From an optimization exercise on the open Yosys and OpenROAD flow, aimed at a short achievable clock period and few clock cycles; shortcuts taken in it are not production practice.
The RTL was checked by simulation tests, not by an equivalence proof against the original design.
Power is estimated from default activity; no workload was simulated.

**design/flow/config.mk**
```make
export PLATFORM = sky130hd
export DESIGN_NAME = cache_bank
export DESIGN_NICKNAME = cache_bank
export VERILOG_FILES = /design/flow/design.v
export SDC_FILE = /design/flow/constraint.sdc
export NUM_CORES = 4
export LEC_CHECK = 0
export CAP_MARGIN = 20
export CORE_MARGIN = 2
export CORE_UTILIZATION = 40
export SLEW_MARGIN = 20
```
**design/flow/constraint.sdc**
```tcl
create_clock -name core_clock -period 5.2 [get_ports {clk}]
set_input_delay 1.0400 -clock core_clock [delete_from_list [all_inputs] [get_ports {clk}]]
set_output_delay 1.0400 -clock core_clock [all_outputs]
set_load 0.01 [all_outputs]
```
**design/flow/design.v**
```verilog
package cache_geom_pkg;
    localparam int WORD_BYTES = 4;
    localparam int WORDS_PER_LINE = 4;
    localparam int LINE_ADDR_WIDTH = 12;
    typedef logic [WORD_BYTES*8-1:0] word_t;
    typedef logic [WORDS_PER_LINE*WORD_BYTES*8-1:0] line_t;
    typedef logic [LINE_ADDR_WIDTH-1:0] line_addr_t;
    typedef logic [$clog2(WORDS_PER_LINE)-1:0] word_sel_t;
    typedef logic [WORD_BYTES-1:0] word_byteen_t;
    typedef logic [WORDS_PER_LINE*WORD_BYTES-1:0] line_byteen_t;
endpackage
package cache_msg_pkg;
    localparam int REQ_TAG_WIDTH = 4;
    localparam int REQ_SEL_WIDTH = 2;
    typedef logic [REQ_TAG_WIDTH-1:0] req_tag_t;
    typedef logic [REQ_SEL_WIDTH-1:0] req_sel_t;
    typedef enum logic [0:0] {
        ctrl_run,
        ctrl_wait_fill
    } ctrl_state_e;
endpackage
module cache_tag_store #(
    parameter int NUM_LINES = 16
) (
    input  logic                       clk,
    input  logic                       rst_n,
    input  cache_geom_pkg::line_addr_t lookup_addr,
    output logic                       hit,
    input  logic                       alloc_en,
    input  cache_geom_pkg::line_addr_t alloc_addr
);
    localparam int INDEX_WIDTH = $clog2(NUM_LINES);
    localparam int TAG_WIDTH   = cache_geom_pkg::LINE_ADDR_WIDTH - INDEX_WIDTH;
    logic [NUM_LINES-1:0] valid_q;
    logic [TAG_WIDTH-1:0] tag_q [0:NUM_LINES-1];
    logic [NUM_LINES-1:0] match;
    always_comb begin
        for (int s = 0; s < NUM_LINES; s++) begin
            match[s] = valid_q[s] && (tag_q[s] == lookup_addr[cache_geom_pkg::LINE_ADDR_WIDTH-1:INDEX_WIDTH]);
        end
    end
    assign hit = match[lookup_addr[INDEX_WIDTH-1:0]];
    always_ff @(posedge clk or negedge rst_n) begin
        if (!rst_n) begin
            valid_q <= '0;
        end else if (alloc_en) begin
            valid_q[alloc_addr[INDEX_WIDTH-1:0]] <= 1'b1;
        end
    end
    always_ff @(posedge clk) begin
        for (int s = 0; s < NUM_LINES; s++) begin
            if (alloc_en && alloc_addr[INDEX_WIDTH-1:0] == s) begin
                tag_q[s] <= alloc_addr[cache_geom_pkg::LINE_ADDR_WIDTH-1:INDEX_WIDTH];
            end
        end
    end
endmodule
module cache_data_store #(
    parameter int NUM_LINES = 16
) (
    input  logic                         clk,
    input  logic [$clog2(NUM_LINES)-1:0] rd_set,
    input  cache_geom_pkg::word_sel_t    rd_wsel,
    output cache_geom_pkg::word_t        rd_word,
    input  logic [NUM_LINES-1:0]         wr_sethot,
    input  cache_geom_pkg::line_byteen_t wr_mask,
    input  cache_geom_pkg::line_t        wr_line
);
    localparam int WORD_WIDTH = cache_geom_pkg::WORD_BYTES * 8;
    localparam int WPL        = cache_geom_pkg::WORDS_PER_LINE;
    localparam int LINE_WIDTH = WPL * WORD_WIDTH;
    localparam int LINE_BYTES = WPL * cache_geom_pkg::WORD_BYTES;
    logic [NUM_LINES*LINE_WIDTH-1:0] store_q;
    always_comb begin
        rd_word = '0;
        for (int i = 0; i < NUM_LINES * WPL; i++) begin
            if ({rd_set, rd_wsel} == i) begin
                rd_word = rd_word | store_q[i*WORD_WIDTH +: WORD_WIDTH];
            end
        end
    end
    always_ff @(posedge clk) begin
        for (int s = 0; s < NUM_LINES; s++) begin
            for (int b = 0; b < LINE_BYTES; b++) begin
                if (wr_sethot[s] && wr_mask[b]) begin
                    store_q[s*LINE_WIDTH + b*8 +: 8] <= wr_line[b*8 +: 8];
                end
            end
        end
    end
endmodule
module cache_bank_ctrl #(
    parameter int NUM_LINES = 16
) (
    input  logic                        clk,
    input  logic                        rst_n,
    input  logic                        core_req_valid,
    output logic                        core_req_ready,
    input  logic                        core_req_rw,
    input  cache_geom_pkg::line_addr_t  core_req_addr,
    input  cache_geom_pkg::word_sel_t   core_req_wsel,
    input  cache_geom_pkg::word_byteen_t core_req_byteen,
    input  cache_geom_pkg::word_t       core_req_data,
    input  cache_msg_pkg::req_tag_t     core_req_tag,
    input  cache_msg_pkg::req_sel_t     core_req_idx,
    output logic                        core_rsp_valid,
    input  logic                        core_rsp_ready,
    output cache_geom_pkg::word_t       core_rsp_data,
    output cache_msg_pkg::req_tag_t     core_rsp_tag,
    output cache_msg_pkg::req_sel_t     core_rsp_idx,
    output logic                        mem_req_valid,
    input  logic                        mem_req_ready,
    output logic                        mem_req_rw,
    output cache_geom_pkg::line_addr_t  mem_req_addr,
    output cache_geom_pkg::line_byteen_t mem_req_byteen,
    output cache_geom_pkg::line_t       mem_req_data,
    input  logic                        mem_rsp_valid,
    output logic                        mem_rsp_ready,
    input  cache_geom_pkg::line_t       mem_rsp_data,
    output cache_geom_pkg::line_addr_t  tag_lookup_addr,
    input  logic                        tag_hit,
    output logic                        tag_alloc_en,
    output cache_geom_pkg::line_addr_t  tag_alloc_addr,
    output logic [$clog2(NUM_LINES)-1:0] dat_rd_set,
    output cache_geom_pkg::word_sel_t   dat_rd_wsel,
    input  cache_geom_pkg::word_t       dat_rd_word,
    output logic [NUM_LINES-1:0]        dat_wr_sethot,
    output cache_geom_pkg::line_byteen_t dat_wr_mask,
    output cache_geom_pkg::line_t       dat_wr_line
);
    localparam int IW  = $clog2(NUM_LINES);
    localparam int WPL = cache_geom_pkg::WORDS_PER_LINE;
    localparam int WB  = cache_geom_pkg::WORD_BYTES;
    localparam int QD = 16;   
    localparam int MD = 8;    
    localparam int FD = 4;    
    localparam int RD = 4;    
    localparam int QW = $clog2(QD);
    localparam int MW = $clog2(MD);
    localparam int FW = $clog2(FD);
    localparam int RW = $clog2(RD);
    typedef logic [IW-1:0] set_t;
    function automatic cache_geom_pkg::word_t pick_word(input cache_geom_pkg::line_t l,
                                                       input cache_geom_pkg::word_sel_t sel);
        pick_word = l[sel*32 +: 32];
    endfunction
    function automatic cache_geom_pkg::line_byteen_t place_byteen(input cache_geom_pkg::word_byteen_t be,
                                                                 input cache_geom_pkg::word_sel_t sel);
        cache_geom_pkg::line_byteen_t res;
        res = '0;
        res[sel*WB +: WB] = be;
        place_byteen = res;
    endfunction
    logic                         req_rdy_q;
    logic                         a_v;
    logic                         a_rw;
    cache_geom_pkg::line_addr_t   a_addr;
    cache_geom_pkg::word_sel_t    a_wsel;
    cache_geom_pkg::word_byteen_t a_be;
    cache_geom_pkg::word_t        a_data;
    cache_msg_pkg::req_tag_t      a_tag;
    cache_msg_pkg::req_sel_t      a_idx;
    assign core_req_ready = req_rdy_q;
    always_ff @(posedge clk or negedge rst_n) begin
        if (!rst_n) a_v <= 1'b0;
        else        a_v <= core_req_valid && req_rdy_q;
    end
    always_ff @(posedge clk) begin
        a_rw   <= core_req_rw;
        a_addr <= core_req_addr;
        a_wsel <= core_req_wsel;
        a_be   <= core_req_byteen;
        a_data <= core_req_data;
        a_tag  <= core_req_tag;
        a_idx  <= core_req_idx;
    end
    logic                         b_v;
    logic                         b_rw;
    cache_geom_pkg::line_addr_t   b_addr;
    cache_geom_pkg::word_sel_t    b_wsel;
    cache_geom_pkg::word_byteen_t b_be;
    cache_geom_pkg::word_t        b_data;
    cache_msg_pkg::req_tag_t      b_tag;
    cache_msg_pkg::req_sel_t      b_idx;
    logic                         b_rawhit, b_fset, b_faddr;
    logic                         c_alloc;    
    assign tag_lookup_addr = a_addr;
    always_ff @(posedge clk or negedge rst_n) begin
        if (!rst_n) begin
            b_v     <= 1'b0;
            c_alloc <= 1'b0;
        end else begin
            b_v     <= a_v;
            c_alloc <= tag_alloc_en;
        end
    end
    always_ff @(posedge clk) begin
        b_rw     <= a_rw;
        b_addr   <= a_addr;
        b_wsel   <= a_wsel;
        b_be     <= a_be;
        b_data   <= a_data;
        b_tag    <= a_tag;
        b_idx    <= a_idx;
        b_rawhit <= tag_hit;
        b_fset   <= (a_addr[IW-1:0] == b_addr[IW-1:0]);
        b_faddr  <= (a_addr == b_addr);
    end
    logic b_hit, b_pushq, b_pushm;
    assign b_hit   = (b_fset && c_alloc) ? b_faddr : b_rawhit;
    assign b_pushq = b_v && (!b_rw || b_hit);
    assign b_pushm = b_v && (b_rw || !b_hit);
    assign tag_alloc_en   = b_v && !b_rw && !b_hit;
    assign tag_alloc_addr = b_addr;
    logic                         mq_rw   [0:MD-1];
    cache_geom_pkg::line_addr_t   mq_addr [0:MD-1];
    cache_geom_pkg::line_byteen_t mq_be   [0:MD-1];
    cache_geom_pkg::word_t        mq_data [0:MD-1];
    logic [MW:0]                  mwp, mrp;
    logic [MW:0]                  mcount;
    logic                         mpop;
    assign mcount = mwp - mrp;
    assign mpop   = (!mem_req_valid || mem_req_ready) && (mcount != 0);
    always_ff @(posedge clk) begin
        if (b_v) begin
            mq_rw[mwp[MW-1:0]]   <= b_rw;
            mq_addr[mwp[MW-1:0]] <= b_addr;
            mq_be[mwp[MW-1:0]]   <= b_rw ? place_byteen(b_be, b_wsel) : '1;
            mq_data[mwp[MW-1:0]] <= b_data;
        end
        if (mpop) begin
            mem_req_rw     <= mq_rw[mrp[MW-1:0]];
            mem_req_addr   <= mq_addr[mrp[MW-1:0]];
            mem_req_byteen <= mq_be[mrp[MW-1:0]];
            mem_req_data   <= {WPL{mq_data[mrp[MW-1:0]]}};
        end
    end
    always_ff @(posedge clk or negedge rst_n) begin
        if (!rst_n) begin
            mwp           <= '0;
            mrp           <= '0;
            mem_req_valid <= 1'b0;
        end else begin
            if (b_pushm) mwp <= mwp + 1'b1;
            if (mpop) mrp <= mrp + 1'b1;
            if (mpop) mem_req_valid <= 1'b1;
            else if (mem_req_ready) mem_req_valid <= 1'b0;
        end
    end
    logic                         cq_rd   [0:QD-1];
    logic                         cq_miss [0:QD-1];
    set_t                         cq_set  [0:QD-1];
    cache_geom_pkg::word_sel_t    cq_wsel [0:QD-1];
    cache_geom_pkg::word_byteen_t cq_be   [0:QD-1];
    cache_geom_pkg::word_t        cq_data [0:QD-1];
    cache_msg_pkg::req_tag_t      cq_tag  [0:QD-1];
    cache_msg_pkg::req_sel_t      cq_idx  [0:QD-1];
    logic [QW:0]                  qwp, qrp;
    logic [QW:0]                  qcount;
    assign qcount = qwp - qrp;
    always_ff @(posedge clk) begin
        if (b_v) begin
            cq_rd[qwp[QW-1:0]]   <= !b_rw;
            cq_miss[qwp[QW-1:0]] <= !b_hit;
            cq_set[qwp[QW-1:0]]  <= b_addr[IW-1:0];
            cq_wsel[qwp[QW-1:0]] <= b_wsel;
            cq_be[qwp[QW-1:0]]   <= b_be;
            cq_data[qwp[QW-1:0]] <= b_data;
            cq_tag[qwp[QW-1:0]]  <= b_tag;
            cq_idx[qwp[QW-1:0]]  <= b_idx;
        end
    end
    logic                  rsp_rdy_q;
    logic                  st_v;
    cache_geom_pkg::line_t st_data;
    cache_geom_pkg::line_t fq_line [0:FD-1];
    logic [FW:0]           fwp, frp;
    logic [FW:0]           fcount;
    logic                  fpop;
    assign mem_rsp_ready = rsp_rdy_q;
    assign fcount = fwp - frp;
    always_ff @(posedge clk) begin
        st_data <= mem_rsp_data;
        if (st_v) fq_line[fwp[FW-1:0]] <= st_data;
    end
    cache_geom_pkg::word_t   rq_data [0:RD-1];
    cache_msg_pkg::req_tag_t rq_tag  [0:RD-1];
    cache_msg_pkg::req_sel_t rq_idx  [0:RD-1];
    logic [RW:0]             rwp, rrp;
    logic [RW:0]             rcount;
    logic                    rpop, rpush;
    cache_geom_pkg::word_t   k2_word;
    assign rcount = rwp - rrp;
    assign rpop   = (!core_rsp_valid || core_rsp_ready) && (rcount != 0);
    logic                         k1_v;
    logic                         k1_rd, k1_miss;
    set_t                         k1_set;
    cache_geom_pkg::word_sel_t    k1_wsel;
    cache_geom_pkg::word_byteen_t k1_be;
    cache_geom_pkg::word_t        k1_data;
    cache_msg_pkg::req_tag_t      k1_tag;
    cache_msg_pkg::req_sel_t      k1_idx;
    logic                         k2_v;
    logic                         k2_rd, k2_miss;
    set_t                         k2_set;
    cache_geom_pkg::word_sel_t    k2_wsel;
    cache_geom_pkg::word_byteen_t k2_be;
    cache_msg_pkg::req_tag_t      k2_tag;
    cache_msg_pkg::req_sel_t      k2_idx;
    cache_geom_pkg::word_t        k2_rdword;    
    cache_geom_pkg::line_t        k2_line;      
    logic [NUM_LINES-1:0]         k2_sethot;    
    cache_geom_pkg::line_byteen_t k2_mask;      
    cache_geom_pkg::word_t        k2_fwd_data;  
    cache_geom_pkg::word_byteen_t k2_fwd_be;
    logic adv1, ld1, rsp_ok, fill_ok;
    assign rsp_ok  = ({1'b0, rcount} + (k2_v && k2_rd)) < RD;
    assign fill_ok = (fcount != 0);
    assign adv1    = k1_v && (!k1_rd || (rsp_ok && (!k1_miss || fill_ok)));
    assign ld1     = (!k1_v || adv1) && (qcount != 0);
    assign fpop    = adv1 && k1_rd && k1_miss;
    assign dat_rd_set  = k1_set;
    assign dat_rd_wsel = k1_wsel;
    always_ff @(posedge clk) begin
        if (ld1) begin
            k1_rd   <= cq_rd[qrp[QW-1:0]];
            k1_miss <= cq_miss[qrp[QW-1:0]];
            k1_set  <= cq_set[qrp[QW-1:0]];
            k1_wsel <= cq_wsel[qrp[QW-1:0]];
            k1_be   <= cq_be[qrp[QW-1:0]];
            k1_data <= cq_data[qrp[QW-1:0]];
            k1_tag  <= cq_tag[qrp[QW-1:0]];
            k1_idx  <= cq_idx[qrp[QW-1:0]];
        end
    end
    logic k1_sameset, k1_sameword;
    assign k1_sameset  = k2_v && (k2_set == k1_set);
    assign k1_sameword = k1_sameset && (k2_wsel == k1_wsel);
    always_ff @(posedge clk) begin
        if (adv1) begin
            k2_rd     <= k1_rd;
            k2_miss   <= k1_miss;
            k2_set    <= k1_set;
            k2_wsel   <= k1_wsel;
            k2_be     <= k1_be;
            k2_tag    <= k1_tag;
            k2_idx    <= k1_idx;
            k2_rdword <= dat_rd_word;
            k2_line   <= k1_rd ? fq_line[frp[FW-1:0]] : {WPL{k1_data}};
            k2_mask   <= k1_rd ? '1 : place_byteen(k1_be, k1_wsel);
            if (k1_sameset && k2_rd && k2_miss) begin
                k2_fwd_data <= pick_word(k2_line, k1_wsel);
                k2_fwd_be   <= '1;
            end else if (k1_sameword && !k2_rd) begin
                k2_fwd_data <= pick_word(k2_line, k1_wsel);
                k2_fwd_be   <= k2_be;
            end else begin
                k2_fwd_data <= pick_word(k2_line, k1_wsel);
                k2_fwd_be   <= '0;
            end
        end
    end
    always_ff @(posedge clk or negedge rst_n) begin
        if (!rst_n) begin
            k1_v      <= 1'b0;
            k2_v      <= 1'b0;
            k2_sethot <= '0;
            qrp       <= '0;
        end else begin
            if (ld1) k1_v <= 1'b1;
            else if (adv1) k1_v <= 1'b0;
            if (ld1) qrp <= qrp + 1'b1;
            k2_v <= adv1;
            k2_sethot <= '0;
            if (adv1 && (!k1_rd || k1_miss)) k2_sethot[k1_set] <= 1'b1;
        end
    end
    assign dat_wr_sethot = k2_sethot;
    assign dat_wr_mask   = k2_mask;
    assign dat_wr_line   = k2_line;
    always_comb begin
        if (k2_miss) begin
            k2_word = pick_word(k2_line, k2_wsel);
        end else begin
            for (int b = 0; b < WB; b++) begin
                k2_word[b*8 +: 8] = k2_fwd_be[b] ? k2_fwd_data[b*8 +: 8] : k2_rdword[b*8 +: 8];
            end
        end
    end
    assign rpush = k2_v && k2_rd;
    always_ff @(posedge clk) begin
        if (rpush) begin
            rq_data[rwp[RW-1:0]] <= k2_word;
            rq_tag[rwp[RW-1:0]]  <= k2_tag;
            rq_idx[rwp[RW-1:0]]  <= k2_idx;
        end
        if (rpop) begin
            core_rsp_data <= rq_data[rrp[RW-1:0]];
            core_rsp_tag  <= rq_tag[rrp[RW-1:0]];
            core_rsp_idx  <= rq_idx[rrp[RW-1:0]];
        end
    end
    always_ff @(posedge clk or negedge rst_n) begin
        if (!rst_n) begin
            rwp            <= '0;
            rrp            <= '0;
            core_rsp_valid <= 1'b0;
        end else begin
            if (rpush) rwp <= rwp + 1'b1;
            if (rpop) rrp <= rrp + 1'b1;
            if (rpop) core_rsp_valid <= 1'b1;
            else if (core_rsp_ready) core_rsp_valid <= 1'b0;
        end
    end
    logic [QW+1:0] q_need;
    logic [MW+1:0] m_need;
    logic [FW+1:0] f_need;
    assign q_need = qcount + a_v + b_v + req_rdy_q;
    assign m_need = mcount + a_v + b_v + req_rdy_q;
    assign f_need = fcount + st_v + rsp_rdy_q;
    always_ff @(posedge clk or negedge rst_n) begin
        if (!rst_n) begin
            qwp       <= '0;
            fwp       <= '0;
            frp       <= '0;
            st_v      <= 1'b0;
            req_rdy_q <= 1'b0;
            rsp_rdy_q <= 1'b0;
        end else begin
            if (b_pushq) qwp <= qwp + 1'b1;
            st_v <= mem_rsp_valid && rsp_rdy_q;
            if (st_v) fwp <= fwp + 1'b1;
            if (fpop) frp <= frp + 1'b1;
            req_rdy_q <= (q_need < QD) && (m_need < MD);
            rsp_rdy_q <= (f_need < FD);
        end
    end
endmodule
module cache_bank #(
    parameter int NUM_LINES = 16
) (
    input  logic                         clk,
    input  logic                         rst_n,
    input  logic                         core_req_valid,
    output logic                         core_req_ready,
    input  logic                         core_req_rw,
    input  cache_geom_pkg::line_addr_t   core_req_addr,
    input  cache_geom_pkg::word_sel_t    core_req_wsel,
    input  cache_geom_pkg::word_byteen_t core_req_byteen,
    input  cache_geom_pkg::word_t        core_req_data,
    input  cache_msg_pkg::req_tag_t      core_req_tag,
    input  cache_msg_pkg::req_sel_t      core_req_idx,
    output logic                         core_rsp_valid,
    input  logic                         core_rsp_ready,
    output cache_geom_pkg::word_t        core_rsp_data,
    output cache_msg_pkg::req_tag_t      core_rsp_tag,
    output cache_msg_pkg::req_sel_t      core_rsp_idx,
    output logic                         mem_req_valid,
    input  logic                         mem_req_ready,
    output logic                         mem_req_rw,
    output cache_geom_pkg::line_addr_t   mem_req_addr,
    output cache_geom_pkg::line_byteen_t mem_req_byteen,
    output cache_geom_pkg::line_t        mem_req_data,
    input  logic                         mem_rsp_valid,
    output logic                         mem_rsp_ready,
    input  cache_geom_pkg::line_t        mem_rsp_data
);
    cache_geom_pkg::line_addr_t   tag_lookup_addr;
    logic                         tag_hit;
    logic                         tag_alloc_en;
    cache_geom_pkg::line_addr_t   tag_alloc_addr;
    logic [$clog2(NUM_LINES)-1:0] dat_rd_set;
    cache_geom_pkg::word_sel_t    dat_rd_wsel;
    cache_geom_pkg::word_t        dat_rd_word;
    logic [NUM_LINES-1:0]         dat_wr_sethot;
    cache_geom_pkg::line_byteen_t dat_wr_mask;
    cache_geom_pkg::line_t        dat_wr_line;
    cache_bank_ctrl #(
        .NUM_LINES (NUM_LINES)
    ) ctrl_i (
        .clk             (clk),
        .rst_n           (rst_n),
        .core_req_valid  (core_req_valid),
        .core_req_ready  (core_req_ready),
        .core_req_rw     (core_req_rw),
        .core_req_addr   (core_req_addr),
        .core_req_wsel   (core_req_wsel),
        .core_req_byteen (core_req_byteen),
        .core_req_data   (core_req_data),
        .core_req_tag    (core_req_tag),
        .core_req_idx    (core_req_idx),
        .core_rsp_valid  (core_rsp_valid),
        .core_rsp_ready  (core_rsp_ready),
        .core_rsp_data   (core_rsp_data),
        .core_rsp_tag    (core_rsp_tag),
        .core_rsp_idx    (core_rsp_idx),
        .mem_req_valid   (mem_req_valid),
        .mem_req_ready   (mem_req_ready),
        .mem_req_rw      (mem_req_rw),
        .mem_req_addr    (mem_req_addr),
        .mem_req_byteen  (mem_req_byteen),
        .mem_req_data    (mem_req_data),
        .mem_rsp_valid   (mem_rsp_valid),
        .mem_rsp_ready   (mem_rsp_ready),
        .mem_rsp_data    (mem_rsp_data),
        .tag_lookup_addr (tag_lookup_addr),
        .tag_hit         (tag_hit),
        .tag_alloc_en    (tag_alloc_en),
        .tag_alloc_addr  (tag_alloc_addr),
        .dat_rd_set      (dat_rd_set),
        .dat_rd_wsel     (dat_rd_wsel),
        .dat_rd_word     (dat_rd_word),
        .dat_wr_sethot   (dat_wr_sethot),
        .dat_wr_mask     (dat_wr_mask),
        .dat_wr_line     (dat_wr_line)
    );
    cache_tag_store #(
        .NUM_LINES (NUM_LINES)
    ) tag_store_i (
        .clk         (clk),
        .rst_n       (rst_n),
        .lookup_addr (tag_lookup_addr),
        .hit         (tag_hit),
        .alloc_en    (tag_alloc_en),
        .alloc_addr  (tag_alloc_addr)
    );
    cache_data_store #(
        .NUM_LINES (NUM_LINES)
    ) data_store_i (
        .clk       (clk),
        .rd_set    (dat_rd_set),
        .rd_wsel   (dat_rd_wsel),
        .rd_word   (dat_rd_word),
        .wr_sethot (dat_wr_sethot),
        .wr_mask   (dat_wr_mask),
        .wr_line   (dat_wr_line)
    );
endmodule
```
**design/flow/run.sh**
```bash
#!/bin/bash
# synth_recipe.tcl (not shown) runs the flow's synth.tcl, then flattens the netlist and writes it again
# the make line also repeats each setting of config.mk as NAME=value (left out here)
make -C /OpenROAD-flow-scripts/flow DESIGN_CONFIG=/design/flow/config.mk WORK_HOME=/design/flow/orfs CLKGATE_MAP_FILE= SYNTH_SCRIPT=/design/flow/synth_recipe.tcl finish
```
==> out/results.md <==
| Parameter | Value | Unit |
|:---|:---|:---|
| Maximum number of buffers from clock root to sink | 4 | - |
| Dpl hpwl | 421000 | um |
| Share of synthesized flip-flops with an asynchronous set or reset | 1.49 | % |
| Post-synthesis average cell area | 19.9 | um^2 |
| Final hold slack | 327 | ps |
| Area of the placeable core | 0.445 | mm^2 |
| Horizontal die dimension | 672 | um |
| Actual transition at the worst max-transition pin | 1340 | ps |
| Vertical die dimension | 672 | um |
| Nets in the synthesized netlist | 9210 | - |
| Final net count | 9942 | - |
| FF+latch count, synth | 4824 | - |
| Count of H-tree levels built during CTS | 5 | - |
| Prevailing post-synth register cell | sky130_fd_sc_hd__edfxtp_1 | - |
| I/O pin cnt | 390 | - |
| Result of the run | no timing/DRC/antenna violations | - |
| Sum of routed wire length over all layers | 661000 | um |
| Total of warnings raised by yosys | 4 | - |
| Buffers on Ports | 389 | - |
| Total of max-cap violations | 0 | - |
| Rows | 245 | - |
| Number of optimization iterations in the first detailed-route pass | 8 | - |
| Count of pins over their slew limit | 0 | - |
| Effective utilization at floorplan | 40.1 | % |
| Shortest clock period the worst path allows after layout | 4740 | ps |
| Filler Cells Inserted | 36600 | - |
| Final setup slack of the worst path | 457 | ps |
| Part of the cycle the worst path needs | 91.2 | % |
| Number of hold violations in the final report | 0 | - |
| Total number of vias | 100000 | - |
| Wire length of the first global-routing pass | 876000 | um |
| Share of final-layout standard cells stronger than drive strength 1 | 19.3 | % |
| Area of the multi-input gates | 0.0341 | mm^2 |
| Arrival time worst endpoint | 5550 | ps |
| Required arrival time at the worst endpoint | 6010 | ps |
| Power consumption | 128 | mW |
| Average wire per cell in the routed design | 41.1 | um |
| Critical-path maximum fanout | 17 | - |
| Path category of the worst min-delay check | reg2reg | - |
| Highest-count cells in the layout ignoring fill and taps | sky130_fd_sc_hd__edfxtp_1, sky130_fd_sc_hd__mux4_2, sky130_fd_sc_hd__nand2_1, sky130_fd_sc_hd__clkbuf_16, sky130_fd_sc_hd__buf_4 | - |
| Count of distinct cell types in the synthesized netlist | 74 | - |
| Layout area overhead | 16.4 | % |
| Worst slew slack as a fraction of its limit | 11.0 | % |
| Area taken by flip-flops and latches | 0.142 | mm^2 |
| Final Wtd Congestion | 1.01 | - |
| Total global routing track utilization | 28.7 | % |
| Post-route DRC | 0 | - |
| Via count normalized by instance count | 6.24 | - |
| Count of routing violations after the opening detailed-route iteration | 17000 | - |
| CTS tree | yes | - |
| Number of flops mapped to enable cells by yosys | 4507 | - |
| Die area | 0.451 | mm^2 |
| Total overflow reported by the global router | 0 | - |
| Max Clock Freq | 211 | MHz |
| Worst clock skew on the final layout | 113 | ps |
| Number of antenna-violating nets in the routed design | 0 | - |
| Highest ir drop seen on vdd | 0.588 | mV |
| Setup violation total in the final timing report | 0 | - |
| Clock transition at the registers of the reported paths | 60 | ps |
| Clock root buffer | sky130_fd_sc_hd__clkbuf_16 | - |
| Clock network latency to the later pin of the worst-skew pair | 1090 | ps |
| Number of buffers added by the clock tree synthesis step | 484 | - |
| Type of destination of the critical path | flip-flop | - |
| Gate count after technology mapping | 8969 | - |
| P_leak | 68.0 | nW |
| Cell Pwr Density | 615 | mW/mm^2 |
| Type of the setup path with the least slack | reg2reg | - |
| Antenna violations before repair | 92 | - |
| Via count of the first global-routing pass | 96700 | - |
| Synthesized cell area | 0.178 | mm^2 |
| Resized Gates After CTS | 0 | - |
| Pin count of the biggest net entering global routing | 165 | - |
| Commonest non-fill, non-tap cell in the layout | sky130_fd_sc_hd__edfxtp_1 | - |
| Unrepaired setup endpoints after global routing | no | - |
| Share of synthesized area occupied by flip-flops and latches | 79.6 | % |
| Worst setup slack after placement | 835 | ps |
| Number of sinks driven by the clock tree | 4824 | - |
| Startpoint Class | flip-flop | - |
[layout make-up]
class / count / area share [%]
Sequential cell: 4824 / 68.4
Multi-Input combinational cell: 3506 / 16.4
Clock buffer: 618 / 6.32
Timing Repair Buffer: 838 / 3.69
Tap cell: 5928 / 3.57
Clock inverter: 301 / 1.52
Inverter: 47 / 0.0873
Antenna cell: 28 / 0.0337
[critical path, stage by stage (launching register included)]
cell                       delay, ps
sky130_fd_sc_hd__edfxtp_1        870
sky130_fd_sc_hd__inv_1           150
sky130_fd_sc_hd__ha_1            460
sky130_fd_sc_hd__buf_4           300
sky130_fd_sc_hd__and4b_2         670
sky130_fd_sc_hd__buf_4           470
sky130_fd_sc_hd__a22oi_1         540
sky130_fd_sc_hd__nand4_1         350
sky130_fd_sc_hd__nor4_1          500
sky130_fd_sc_hd__nand2_1         110
[worst paths after layout]
check                                       startpoint                              to  slack (ps)  cells after the start
hold reg to reg              ctrl_i.a_data[27]$_DFF_P_       ctrl_i.b_data[27]$_DFF_P_         330                      0
hold / removal               ctrl_i.a_data[27]$_DFF_P_       ctrl_i.b_data[27]$_DFF_P_         330                      0
setup / recovery           ctrl_i.k1_wsel[1]$_DFFE_PP_  ctrl_i.k2_rdword[24]$_DFFE_PP_         460                      9
setup reg to reg           ctrl_i.k1_wsel[1]$_DFFE_PP_  ctrl_i.k2_rdword[24]$_DFFE_PP_         460                      9
min in group asynchronous                        rst_n       ctrl_i.qrp[0]$_DFFE_PN0P_         550                      2
max in group asynchronous                        rst_n       ctrl_i.frp[1]$_DFFE_PN0P_        3680                      3
[kinds of logic (layout without fill, tap and decap cells)]
family / Yosys count / after routing / share of synthesized area [%]
muxes: 752 / 752 / 8.47
other: 0 / 28 / 0
buffers and inverters: 639 / 1804 / 1.60
adders and majority gates: 50 / 50 / 0.376
xor gates and xnor gates: 178 / 178 / 0.890
AOI/OAI and AO/OA: 1093 / 1093 / 4.89
DFF: 4824 / 4824 / 79.6
and+or+nand+nor: 1433 / 1433 / 4.16
[registers in the layout (all words and copies together) (netlist names), 256 cells and up]
register and cells:
ctrl_i.cq_data 512, ctrl_i.mq_data 256, data_store_i.store_q 2048, ctrl_i.fq_line 512
[metrics by stage]
| step | cells | setup TNS [ps] | cell area (um^2) | utilization [%] |
|---|---|---|---|---|
| 2_1_floorplan | 8969 | -163810 | 179000 | - |
| 3_3_place_gp | 15100 | 0 | 191000 | 43.0 |
| 3_5_place_dp | 15100 | 0 | 191000 | 43.0 |
| 4_1_cts | 16100 | 0 | 208000 | 46.7 |
| 5_1_grt | 16100 | 0 | 208000 | 46.7 |
| 6_report | 16100 | 0 | 208000 | 46.7 |
[routing by layer]
layer,GRT usage (%),vias up,part of all wire [%]
li1,-,38100,-
met5,0.0850,-,0.056
met4,16.0,58,7.0
met2,43.4,7874,44
met1,37.4,52400,36
met3,8.33,1844,12
[synth_stat cells, drive strengths merged, types with 33 or more instances]
| master | instances | share of area (%) |
|---|---|---|
| nor2 | 72 | 0.15 |
| a221oi | 247 | 1.2 |
| mux2i | 99 | 0.56 |
| buf | 260 | 0.80 |
| nand2b | 39 | 0.14 |
| nor4 | 34 | 0.12 |
| xnor2 | 91 | 0.45 |
| mux2 | 51 | 0.32 |
| nand3 | 84 | 0.24 |
| xor2 | 85 | 0.42 |
| edfxtp | 4507 | 76 |
| ha | 44 | 0.31 |
| a22o | 210 | 1.0 |
| nand4 | 142 | 0.50 |
| a21o | 33 | 0.14 |
| mux4 | 602 | 7.6 |
| dfxtp | 245 | 2.7 |
| o21ai | 72 | 0.20 |
| inv | 47 | 0.099 |
| a22oi | 389 | 1.6 |
| clkbuf | 332 | 0.70 |
| and2 | 290 | 1.0 |
| dfrtp | 72 | 1.0 |
| nand2 | 596 | 1.3 |
[timing repair]
| action | CTS | global route |
|---|---|---|
| hold buffers | 1 | 0 |
| endpoints found under the hold margin | 11 | 0 |
| buffers inserted | 0 | 0 |
[power by group]
group | internal [mW] | total [mW] | switching (mW)
sequential | 52.4 | 56.2 | 3.82
clock | 20.2 | 35.6 | 15.4
combinational | 11.3 | 35.9 | 24.7
Testbench counts, summed over its fixed seeds: cycles 24,173.

## afterwards: timing with drivers on the ports
No port has a modelled driver above. Below, the same layout with a new extraction and two added sets of constraints. Step 1: set_driving_cell puts a clkbuf_16 on clk and a buf_2 on each other input, an assumption about the parent block. Step 2 moves the port delays by t, midway between the first and last clock arrival at a register: inputs arrive t later, outputs are due t later. That takes back most of the time a late clock gives input paths. a / b / c = ideal / step 1 / step 2; a / b = the first two.
t, ns: 1.140
slack for setup (ns): 0.457 / 0.457 / 0.457
worst setup path at the end: register to register
slew at the worst register clock pin (ns): 0.07 / 0.07
pins driven straight from the clock port: 1
After both steps setup and hold are still met in this run. The setup slack of this run moves by 0.000 ns with the drivers and by 0.000 ns with both steps.
